What follows belongs to an exercise in optimizing a design on an open flow for a short achievable clock period and few clock cycles per item; a production flow would make more cautious choices. In this exercise RTL edits were held to simulation tests only and were not proved equivalent to the original. Power is estimated from default activity; no workload was simulated.

==> flow/design.v <==
package mem_pkg;
    typedef logic [31:0] addr_t;
    typedef logic [63:0]                beat_t;
    typedef logic [32*8-1:0]   line_t;
    typedef logic [$clog2(4)-1:0] beat_cnt_t;
    typedef enum logic [1:0] {
        FETCH_IDLE,
        FETCH_REQUEST,      
        FETCH_COLLECT       
    } fetch_state_e;
endpackage
package fetch_pkg;
    typedef logic [31:0] inst_t;
    typedef logic [63:0] order_t;
    typedef logic [$clog2(8)-1:0] word_idx_t;
endpackage
`timescale 1ns/1ps
module line_fetcher
(
    input   logic           clk,
    input   logic           rst,
    input   logic           redirect_i,
    input   logic           line_req_i,
    input   mem_pkg::addr_t          req_addr_i,
    output  mem_pkg::addr_t          bmem_addr_o,
    output  logic           bmem_read_o,
    input   logic           bmem_ready_i,
    input   mem_pkg::addr_t          bmem_raddr_i,
    input   mem_pkg::beat_t          bmem_rdata_i,
    input   logic           bmem_rvalid_i,
    output  logic           line_valid_o,
    output  mem_pkg::addr_t          line_addr_o,
    output  mem_pkg::line_t          line_data_o
);
    localparam int OFF_BITS = $clog2(32);
    mem_pkg::fetch_state_e   state;
    mem_pkg::addr_t          addr_q;          
    mem_pkg::beat_cnt_t      beat_cnt;
    logic           discard;         
    logic           beat_match;
    logic           burst_done;
    assign bmem_read_o = (state == mem_pkg::FETCH_REQUEST);
    assign bmem_addr_o = addr_q;
    assign line_addr_o = addr_q;
    assign beat_match = bmem_rvalid_i && (bmem_raddr_i == addr_q);
    assign burst_done = (state == mem_pkg::FETCH_COLLECT) && beat_match &&
                        (beat_cnt == mem_pkg::beat_cnt_t'(4 - 1));
    always_ff @(posedge clk) begin
        if (rst) begin
            state        <= mem_pkg::FETCH_IDLE;
            beat_cnt     <= '0;
            discard      <= 1'b0;
            line_valid_o <= 1'b0;
        end else begin
            line_valid_o <= 1'b0;
            unique case (state)
                mem_pkg::FETCH_IDLE: begin
                    if (line_req_i && !line_valid_o && !redirect_i) begin
                        state <= mem_pkg::FETCH_REQUEST;
                    end
                end
                mem_pkg::FETCH_REQUEST: begin
                    if (bmem_ready_i) begin
                        state    <= mem_pkg::FETCH_COLLECT;
                        beat_cnt <= '0;
                        discard  <= redirect_i;     
                    end else if (redirect_i) begin
                        state <= mem_pkg::FETCH_IDLE;        
                    end
                end
                mem_pkg::FETCH_COLLECT: begin
                    if (redirect_i) begin
                        discard <= 1'b1;
                    end
                    if (beat_match) begin
                        beat_cnt <= beat_cnt + 1'b1;
                    end
                    if (burst_done) begin
                        state        <= mem_pkg::FETCH_IDLE;
                        line_valid_o <= !discard && !redirect_i;
                    end
                end
                default: state <= mem_pkg::FETCH_IDLE;
            endcase
        end
    end
    always_ff @(posedge clk) begin
        if (state == mem_pkg::FETCH_IDLE) begin
            addr_q <= req_addr_i;
        end
    end
    always_ff @(posedge clk) begin
        if (state == mem_pkg::FETCH_COLLECT && beat_match) begin
            line_data_o <= {bmem_rdata_i, line_data_o[$bits(line_data_o)-1:$bits(bmem_rdata_i)]};
        end
    end
endmodule
`timescale 1ns/1ps
module fetch_pc_ctrl
(
    input   logic           clk,
    input   logic           rst,
    input   logic           redirect_i,
    input   mem_pkg::addr_t          redirect_pc_i,
    input   fetch_pkg::order_t         redirect_order_i,
    output  logic           line_req_o,
    output  mem_pkg::addr_t          req_addr_o,
    input   logic           line_valid_i,
    input   mem_pkg::addr_t          line_addr_i,
    input   mem_pkg::line_t          line_data_i,
    input   logic           q_space_i,
    output  logic           enq_o,
    output  mem_pkg::addr_t          enq_pc_o,
    output  fetch_pkg::inst_t          enq_inst_o,
    output  fetch_pkg::order_t         enq_order_o
);
    localparam int OFF_BITS = $clog2(32);
    mem_pkg::addr_t      pc;
    fetch_pkg::order_t     order;
    mem_pkg::addr_t      pc_line;
    mem_pkg::line_t      buf_data;
    mem_pkg::addr_t      buf_tag;
    logic       buf_valid;
    logic       buf_hit;
    logic       buf_load;
    fetch_pkg::word_idx_t  word_idx;
    logic       advance;
    assign pc_line  = {pc[31:OFF_BITS], {OFF_BITS{1'b0}}};
    assign word_idx = pc[OFF_BITS-1:2];
    assign buf_hit  = buf_valid && (buf_tag == pc_line);
    assign buf_load = line_valid_i && (line_addr_i == pc_line);
    assign advance = buf_hit && q_space_i;
    assign line_req_o = !buf_hit;
    assign req_addr_o = pc_line;
    assign enq_o       = advance;        
    assign enq_pc_o    = pc;
    assign enq_order_o = order;
    assign enq_inst_o  = buf_data[$bits(enq_inst_o)*word_idx +: $bits(enq_inst_o)];
    always_ff @(posedge clk) begin
        if (rst) begin
            pc    <= 32'hAAAAA000;
            order <= '0;
        end else if (redirect_i) begin
            pc    <= redirect_pc_i;
            order <= redirect_order_i;
        end else if (advance) begin
            pc    <= pc + 32'd4;
            order <= order + 64'd1;
        end
    end
    always_ff @(posedge clk) begin
        if (rst) begin
            buf_valid <= 1'b0;
        end else if (redirect_i) begin
            buf_valid <= 1'b0;
        end else if (buf_load) begin
            buf_valid <= 1'b1;
        end else if (advance && word_idx == fetch_pkg::word_idx_t'(8 - 1)) begin
            buf_valid <= 1'b0;           
        end
    end
    always_ff @(posedge clk) begin
        if (buf_load && !redirect_i) begin
            buf_data <= line_data_i;
            buf_tag  <= line_addr_i;
        end
    end
endmodule
`timescale 1ns/1ps
module inst_queue
#(
    parameter int DEPTH = 8
)(
    input   logic           clk,
    input   logic           rst,
    input   logic           redirect_i,
    input   logic           enq_i,
    input   mem_pkg::addr_t          enq_pc_i,
    input   fetch_pkg::inst_t          enq_inst_i,
    input   fetch_pkg::order_t         enq_order_i,
    output  logic           q_space_o,
    input   logic           deq_i,
    output  logic           valid_o,
    output  mem_pkg::addr_t          pc_o,
    output  fetch_pkg::inst_t          inst_o,
    output  fetch_pkg::order_t         order_o
);
    localparam int PTR_W = (DEPTH > 1) ? $clog2(DEPTH) : 1;
    localparam int CNT_W = $clog2(DEPTH + 1);
    typedef logic [PTR_W-1:0] ptr_t;
    mem_pkg::addr_t          pc_mem    [DEPTH];
    fetch_pkg::inst_t          inst_mem  [DEPTH];
    fetch_pkg::order_t         order_mem [DEPTH];
    ptr_t           head;
    ptr_t           tail;
    logic [CNT_W-1:0] count;
    logic           full;
    logic           do_enq;
    logic           do_deq;
    assign full      = (count == CNT_W'(DEPTH));
    assign q_space_o = !full;
    assign valid_o   = (count != '0);
    assign do_deq = deq_i && valid_o;
    assign do_enq = enq_i && (!full || do_deq);    
    assign pc_o    = pc_mem[head];
    assign inst_o  = inst_mem[head];
    assign order_o = order_mem[head];
    always_ff @(posedge clk) begin
        if (rst || redirect_i) begin
            head  <= '0;
            tail  <= '0;
            count <= '0;
        end else begin
            if (do_enq) begin
                tail <= (tail == ptr_t'(DEPTH - 1)) ? '0 : tail + 1'b1;
            end
            if (do_deq) begin
                head <= (head == ptr_t'(DEPTH - 1)) ? '0 : head + 1'b1;
            end
            count <= count + CNT_W'(do_enq) - CNT_W'(do_deq);
        end
    end
    always_ff @(posedge clk) begin
        if (do_enq) begin
            pc_mem[tail]    <= enq_pc_i;
            inst_mem[tail]  <= enq_inst_i;
            order_mem[tail] <= enq_order_i;
        end
    end
endmodule
`timescale 1ns/1ps
module fetch_top
(
    input   logic           clk,
    input   logic           rst,
    output  mem_pkg::addr_t          bmem_addr_o,
    output  logic           bmem_read_o,
    input   logic           bmem_ready_i,
    input   mem_pkg::addr_t          bmem_raddr_i,
    input   mem_pkg::beat_t          bmem_rdata_i,
    input   logic           bmem_rvalid_i,
    input   logic           redirect_i,
    input   mem_pkg::addr_t          redirect_pc_i,
    input   fetch_pkg::order_t         redirect_order_i,
    input   logic           inst_ren_i,
    output  logic           inst_valid_o,
    output  mem_pkg::addr_t          inst_pc_o,
    output  fetch_pkg::inst_t          inst_o,
    output  fetch_pkg::order_t         inst_order_o
);
    logic       line_req;
    mem_pkg::addr_t      req_addr;
    logic       line_valid;
    mem_pkg::addr_t      line_addr;
    mem_pkg::line_t      line_data;
    logic       enq;
    mem_pkg::addr_t      enq_pc;
    fetch_pkg::inst_t      enq_inst;
    fetch_pkg::order_t     enq_order;
    logic       q_space;
    line_fetcher line_fetcher_i (
        .clk           (clk),
        .rst           (rst),
        .redirect_i    (redirect_i),
        .line_req_i    (line_req),
        .req_addr_i    (req_addr),
        .bmem_addr_o   (bmem_addr_o),
        .bmem_read_o   (bmem_read_o),
        .bmem_ready_i  (bmem_ready_i),
        .bmem_raddr_i  (bmem_raddr_i),
        .bmem_rdata_i  (bmem_rdata_i),
        .bmem_rvalid_i (bmem_rvalid_i),
        .line_valid_o  (line_valid),
        .line_addr_o   (line_addr),
        .line_data_o   (line_data)
    );
    fetch_pc_ctrl fetch_pc_ctrl_i (
        .clk              (clk),
        .rst              (rst),
        .redirect_i       (redirect_i),
        .redirect_pc_i    (redirect_pc_i),
        .redirect_order_i (redirect_order_i),
        .line_req_o       (line_req),
        .req_addr_o       (req_addr),
        .line_valid_i     (line_valid),
        .line_addr_i      (line_addr),
        .line_data_i      (line_data),
        .q_space_i        (q_space),
        .enq_o            (enq),
        .enq_pc_o         (enq_pc),
        .enq_inst_o       (enq_inst),
        .enq_order_o      (enq_order)
    );
    inst_queue inst_queue_i (
        .clk          (clk),
        .rst          (rst),
        .redirect_i   (redirect_i),
        .enq_i        (enq),
        .enq_pc_i     (enq_pc),
        .enq_inst_i   (enq_inst),
        .enq_order_i  (enq_order),
        .q_space_o    (q_space),
        .deq_i        (inst_ren_i),
        .valid_o      (inst_valid_o),
        .pc_o         (inst_pc_o),
        .inst_o       (inst_o),
        .order_o      (inst_order_o)
    );
endmodule
==> flow/run.sh <==
#!/bin/bash
# synth_recipe.tcl (not shown) runs the flow's synth.tcl, then flattens the netlist and writes it again
# the make line also repeats each setting of config.mk as NAME=value (left out here)
make -C /OpenROAD-flow-scripts/flow DESIGN_CONFIG=/design/flow/config.mk WORK_HOME=/design/flow/orfs CLKGATE_MAP_FILE= SYNTH_SCRIPT=/design/flow/synth_recipe.tcl finish
==> flow/config.mk <==
export PLATFORM = sky130hd
export DESIGN_NAME = fetch_top
export DESIGN_NICKNAME = fetch_top
export VERILOG_FILES = /design/flow/design.v
export SDC_FILE = /design/flow/constraint.sdc
export NUM_CORES = 4
export LEC_CHECK = 0
export CAP_MARGIN = 20
export CORE_MARGIN = 2
export CORE_UTILIZATION = 40
export SLEW_MARGIN = 20
==> flow/constraint.sdc <==
create_clock -name core_clock -period 4.4 [get_ports {clk}]
set_input_delay 0.8800 -clock core_clock [delete_from_list [all_inputs] [get_ports {clk}]]
set_output_delay 0.8800 -clock core_clock [all_outputs]
set_load 0.01 [all_outputs]
==> flow_summary.html <==
<table>
<tr><th>Metric</th><th>Value</th></tr>
<tr><th colspan="2">Synthesis</th></tr>
<tr><td>EDFF count, synth</td><td>roughly 1600</td></tr>
<tr><td>Post-synth cell types</td><td>68</td></tr>
<tr><td>Synthesized instance count</td><td>~3200</td></tr>
<tr><td>Main flop type after synthesis</td><td>edfxtp_1</td></tr>
<tr><td>Number of storage elements in the synthesis netlist</td><td>1706</td></tr>
<tr><td>Part of the Yosys area used for sequential elements</td><td>between 70% and 80%</td></tr>
<tr><td>Share of async-settable or async-resettable flops after synthesis</td><td>0%</td></tr>
<tr><td>Cell area after technology mapping</td><td>between 0.06 and 0.07 mm2</td></tr>
<tr><td>Number of synthesis warnings</td><td>3</td></tr>
<tr><td>Post-synthesis area per instance</td><td>20.57 um2</td></tr>
<tr><th colspan="2">Drt</th></tr>
<tr><td>Avg WL per Cell</td><td>roughly 25 um</td></tr>
<tr><td>Total met2 wirelength after detailed routing</td><td>~74 mm</td></tr>
<tr><td>Detailed-route via count</td><td>32000</td></tr>
<tr><td>Count of routing violations after the opening detailed-route iteration</td><td>about 2600</td></tr>
<tr><td>DRC violation count after routing</td><td>0</td></tr>
<tr><td>Routed length on met3</td><td>around 7.1 mm</td></tr>
<tr><td>Number of routed nets with antenna violations</td><td>0</td></tr>
<tr><td>Met1 Wirelength</td><td>between 60 and 70 mm</td></tr>
<tr><td>TritonRoute pass-1 iters</td><td>6</td></tr>
<tr><td>Max Used Layer</td><td>met4</td></tr>
<tr><td>Final Routed Wirelength</td><td>between 150 and 200 mm</td></tr>
<tr><td>Number of vias per cell</td><td>5.390</td></tr>
<tr><th colspan="2">Finish</th></tr>
<tr><td>Area growth, synth to finish</td><td>19.28%</td></tr>
<tr><td>Register Area</td><td>about 0.050 mm2</td></tr>
<tr><td>Fraction of layout cells with a size suffix above 1</td><td>between 20% and 30%</td></tr>
<tr><td>Filler-free cell count of the finished design</td><td>between 5000 and 6000</td></tr>
<tr><td>Most common library cell in the layout ignoring fill and taps</td><td>edfxtp_1</td></tr>
<tr><td>Count of fill cells added during filler insertion</td><td>13570</td></tr>
<tr><td>Total number of nets in the final design</td><td>around 3800</td></tr>
<tr><td>Multi-input gate area</td><td>about 0.014 mm2</td></tr>
<tr><td>Commonest non-fill, non-tap cells in the layout</td><td>edfxtp_1 (1590), clkdlybuf4s50_1 (352), mux4_2 (320)</td></tr>
<tr><th colspan="2">Clocking</th></tr>
<tr><td>Number of buffers inserted for hold repair after clock tree synthesis</td><td>0</td></tr>
<tr><td>Clock tree from TritonCTS</td><td>yes</td></tr>
<tr><td>Maximum buffer depth of the clock tree</td><td>3</td></tr>
<tr><td>Post CTS Setup Buffer Count</td><td>0</td></tr>
<tr><td>Insertion delay to the later sink of the worst-skew pair</td><td>slightly above 0.8 ns</td></tr>
<tr><td>TritonCTS buffer count</td><td>around 170</td></tr>
<tr><td>Clock H-tree levels</td><td>4</td></tr>
<tr><td>Clock sinks</td><td>roughly 1700</td></tr>
<tr><td>CTS clock-pin slew for the worst setup and hold paths</td><td>about 0.080 ns</td></tr>
<tr><td>Clock Tree Root</td><td>clkbuf_16</td></tr>
<tr><td>Gates resized, CTS repair</td><td>0</td></tr>
<tr><th colspan="2">Timing</th></tr>
<tr><td>Endpoints failing hold</td><td>0</td></tr>
<tr><td>Setup repair after global routing missed its margin</td><td>false</td></tr>
<tr><td>Worst-case clock skew</td><td>between 0.04 and 0.05 ns</td></tr>
<tr><td>Number of endpoints failing setup at the final stage</td><td>0</td></tr>
<tr><td>Post-route fraction of the period consumed by the critical path</td><td>between 90 and 100%</td></tr>
<tr><td>Final count of pins violating max slew</td><td>0</td></tr>
<tr><td>Post-layout minimum cycle time</td><td>approximately 4.1 ns</td></tr>
<tr><td>Actual slew at the worst max-slew pin</td><td>between 1 and 1.5 ns</td></tr>
<tr><td>Fin worst setup slack</td><td>0.3313 ns</td></tr>
<tr><td>Maximum achievable frequency</td><td>~0.25 GHz</td></tr>
<tr><td>Worst-case headroom to the max-slew limit</td><td>between 20% and 30%</td></tr>
<tr><th colspan="2">GRT</th></tr>
<tr><td>Total GRT Usage</td><td>approximately 18%</td></tr>
<tr><td>Pin count of the biggest net entering global routing</td><td>93</td></tr>
<tr><td>Number of global-route vias before repair</td><td>roughly 33000</td></tr>
<tr><td>Aggregate global routing overflow</td><td>0</td></tr>
<tr><td>Wire length of the first global-routing pass</td><td>around 220 mm</td></tr>
<tr><td>Number of antenna violations at the first check in global routing</td><td>4</td></tr>
<tr><th colspan="2">Worst setup path</th></tr>
<tr><td>Worst setup slack for register-to-register paths</td><td>between 1 and 1.5 ns</td></tr>
<tr><td>Reg-to-reg critical path startpoint</td><td>fetch_pc_ctrl_i.pc[17]$_SDFFE_PP1P_</td></tr>
<tr><td>Buffers &amp; Inverters on Critical Path</td><td>2</td></tr>
<tr><td>CP startpoint kind</td><td>register</td></tr>
<tr><td>Delay of the slowest cell on the worst path</td><td>0.58 ns</td></tr>
<tr><td>Top cell family by delay on the critical path</td><td>buffers and inverters</td></tr>
<tr><td>Series of cell instances along the critical path</td><td>buf_12 &gt; mux4_2 &gt; mux2_2 &gt; clkdlybuf4s50_1</td></tr>
<tr><td>End of the worst register-to-register path</td><td>inst_queue_i.inst_mem[2][4]$_DFFE_PP_</td></tr>
<tr><td>Kind of critical path</td><td>register to primary output</td></tr>
<tr><td>Largest fanout of any net on the critical path</td><td>between 70 and 80</td></tr>
<tr><td>Depth of the worst register-to-register path</td><td>7</td></tr>
<tr><td>Slowest cell on the critical path</td><td>mux4_2</td></tr>
<tr><td>Data arrival time of the critical path</td><td>approximately 3.2 ns</td></tr>
<tr><td>Req. time, crit path</td><td>around 3.5 ns</td></tr>
<tr><td>Kind of end point of the critical path</td><td>primary output</td></tr>
<tr><th colspan="2">Pwr</th></tr>
<tr><td>Internal cell power</td><td>between 20000 and 30000 uW</td></tr>
<tr><td>Power per unit of standard cell area</td><td>between 400 and 500 mW/mm2</td></tr>
<tr><td>Clk network pwr share</td><td>around two fifths</td></tr>
<tr><td>Peak supply drop</td><td>between 300 and 400 uV</td></tr>
<tr><td>Register share of total power</td><td>51.5%</td></tr>
<tr><td>Power share of the combinational group</td><td>approximately 7.0%</td></tr>
<tr><td>Leakage component of the power</td><td>0.02401 uW</td></tr>
<tr><td>Share of total power consumed by net switching</td><td>around 22%</td></tr>
<tr><td>NetSw</td><td>about 7600 uW</td></tr>
<tr><th colspan="2">Place</th></tr>
<tr><td>Routability congestion estimate</td><td>between 0.7 and 0.8</td></tr>
<tr><td>Inst Count DP</td><td>around 5600</td></tr>
<tr><td>Count of input and output buffers</td><td>between 300 and 400</td></tr>
<tr><td>Worst slack, placed</td><td>between 0.8 and 0.9 ns</td></tr>
<tr><td>Placed wire-length estimate after detailed placement</td><td>around 90 mm</td></tr>
<tr><th colspan="2">Floorplan</th></tr>
<tr><td>Row count</td><td>148</td></tr>
<tr><td>I/O pin count</td><td>360</td></tr>
<tr><td>Chip width</td><td>approximately 400 um</td></tr>
<tr><td>Floorplan Core Area</td><td>0.1626 mm2</td></tr>
<tr><td>Die area</td><td>approximately 0.17 mm2</td></tr>
<tr><td>Initial Util</td><td>between 40% and 50%</td></tr>
<tr><td>Die Span Y</td><td>slightly above 400 um</td></tr>
<tr><th colspan="2">Min path</th></tr>
<tr><td>Classification of the worst-slack hold path</td><td>register to register</td></tr>
<tr><td>Number of stages on the worst hold path</td><td>0</td></tr>
<tr><td>Worst hold path endpoint</td><td>fetch_pc_ctrl_i.buf_data[34]$_DFFE_PP_</td></tr>
<tr><td>Source of the worst hold timing path</td><td>line_fetcher_i.line_data_o[34]$_DFFE_PP_</td></tr>
<tr><th colspan="2">Status</th></tr>
<tr><td>Outcome</td><td>timing/DRC/antenna clean</td></tr>
<tr><th colspan="2">Flow run</th></tr>
<tr><td>Max-capacitance violation count</td><td>0</td></tr>
</table>
[power groups by stage]
stage / combinational [uW] / clock, uW / sequential, uW
finish: 2460 / 14600 / 18200
global route: 2650 / 15600 / 18200
CTS: 2530 / 15000 / 18200
detailed placement: 2510 / 0 / 18500
global placement: 2500 / 0 / 18500
floorplan: 1510 / 0 / 18300
[synthesized netlist by cell type, drive strengths merged, types with 8 or more instances]
cell type     n  share of area, %
dfxtp       116               3.6
clkbuf      102              0.59
inv          77              0.44
a31oi         8             0.077
nor3b        19              0.22
mux2        161               2.8
and4         39              0.52
and2          9             0.086
xnor2        80               1.1
xor2         14              0.19
a21oi        18              0.14
nor3         46              0.43
a2111oi      35              0.70
ha           17              0.33
nor4b        10              0.14
nand4        50              0.48
and3         23              0.22
o31ai        10              0.11
or4           8             0.098
nor4         28              0.31
o211ai       10              0.11
o21ai        12             0.092
nand2        63              0.36
buf          69              0.50
nor2         71              0.41
or3          12              0.11
a221oi       13              0.17
edfxtp     1590                73
mux4        320                11
a211oi       34              0.39
a311oi       18              0.24
nand3        48              0.38
[per-stage QoR]
step / power, uW / cell area [um2] / hold slack [ns] / util (%) / setup TNS [ns]
detailed placement: 21010 / 72260 / 0.4045 / 44.44 / 0
floorplan: 19860 / 65640 / 0.3914 / - / -1832.53
global route: 36460 / 77970 / 0.4051 / 47.96 / 0
global placement: 20990 / 72260 / 0.4004 / 44.44 / 0
CTS: 35680 / 77970 / 0.3839 / 47.96 / 0
finish: 35240 / 77970 / 0.3907 / 47.96 / 0
[registers in the layout, indices dropped and copies added, names as in the netlist, 4 cells and up, named ones only]
register,count
fetch_pc_ctrl_i.pc,32
line_fetcher_i.line_data_o,256
inst_queue_i.count,4
inst_queue_i.inst_mem,256
fetch_pc_ctrl_i.buf_tag,27
line_fetcher_i.addr_q,27
inst_queue_i.pc_mem,256
fetch_pc_ctrl_i.buf_data,256
inst_queue_i.order_mem,512
fetch_pc_ctrl_i.order,64
[how the worst max path moves through the flow]
stage          slack, ns                                        end  depth (start not counted)                                start
2_1_floorplan      -1.70      inst_queue_i.inst_mem[2][0]$_DFFE_PP_                          8  fetch_pc_ctrl_i.pc[24]$_SDFFE_PP0P_
3_3_place_gp        0.92  line_fetcher_i.line_data_o[215]$_DFFE_PP_                          7                      bmem_raddr_i[6]
3_5_place_dp        0.80  line_fetcher_i.line_data_o[215]$_DFFE_PP_                          7                      bmem_raddr_i[6]
4_1_cts             0.18                           inst_order_o[51]                          4                             register
5_1_grt             0.14                            inst_order_o[2]                          4                             register
6_report            0.33                            inst_order_o[2]                          4                             register
[final cells by class]
| cell class | count | area share (%) |
|---|---|---|
| Timing Repair Buffer | 433 | 5.982 |
| Multi-Input combinational cell | 1228 | 18.55 |
| Clock buffer | 212 | 5.778 |
| Tap cell | 2175 | 3.490 |
| Sequential cell | 1706 | 64.27 |
| Inverter | 77 | 0.3739 |
| Clock inverter | 105 | 1.550 |
| Antenna cell | 1 | 0.003209 |
[per-layer routing]
metal	global-route usage, %	vias up
met4	4.892	0
met5	0	-
met3	2.917	192
met1	24.80	16900
li1	-	14050
met2	29.55	864
[kinds of logic (layout without fill, tap and decap cells)]
| kind of cell | after synthesis | count (layout) | share of synthesized area (%) |
|---|---|---|---|
| AOI/OAI and AO/OA | 187 | 187 | 2.469 |
| adders and majority gates | 18 | 18 | 0.3560 |
| and+or+nand+nor | 438 | 438 | 3.909 |
| other | 1 | 6 | 0.005737 |
| muxes | 486 | 486 | 13.88 |
| buffers and inverters | 248 | 827 | 1.531 |
| DFF | 1706 | 1706 | 76.59 |
| xor gates and xnor gates | 94 | 94 | 1.259 |
Testbench counts, summed over its fixed seeds: cycles 38,801, items 12,000.

## separate check: timing with driven ports
How much do the figures lean on ideal ports? The routed layout below was timed once more, with nothing changed but the port constraints.
Step 1: set_driving_cell puts a clkbuf_16 on clk and a buf_2 on each other input, an assumption about the parent block.
Step 2, shift: input delay + t, output delay - t, t = (earliest + latest rising clock arrival at the registers) / 2. This alone moves slack from input paths to output paths.
Three values: no drivers, after step 1, after step 2; two values: the first two.
t (ns): 0.857
setup WS [ns]: 0.331 / 0.255 / 0.852
clock arrival spread, ns: 0.049 / 0.049
worst data-port slew with drivers (ns): 0.07
After both steps setup and hold are still met in this run. The setup slack of this run moves by -0.076 ns with the drivers and by +0.521 ns with both steps.
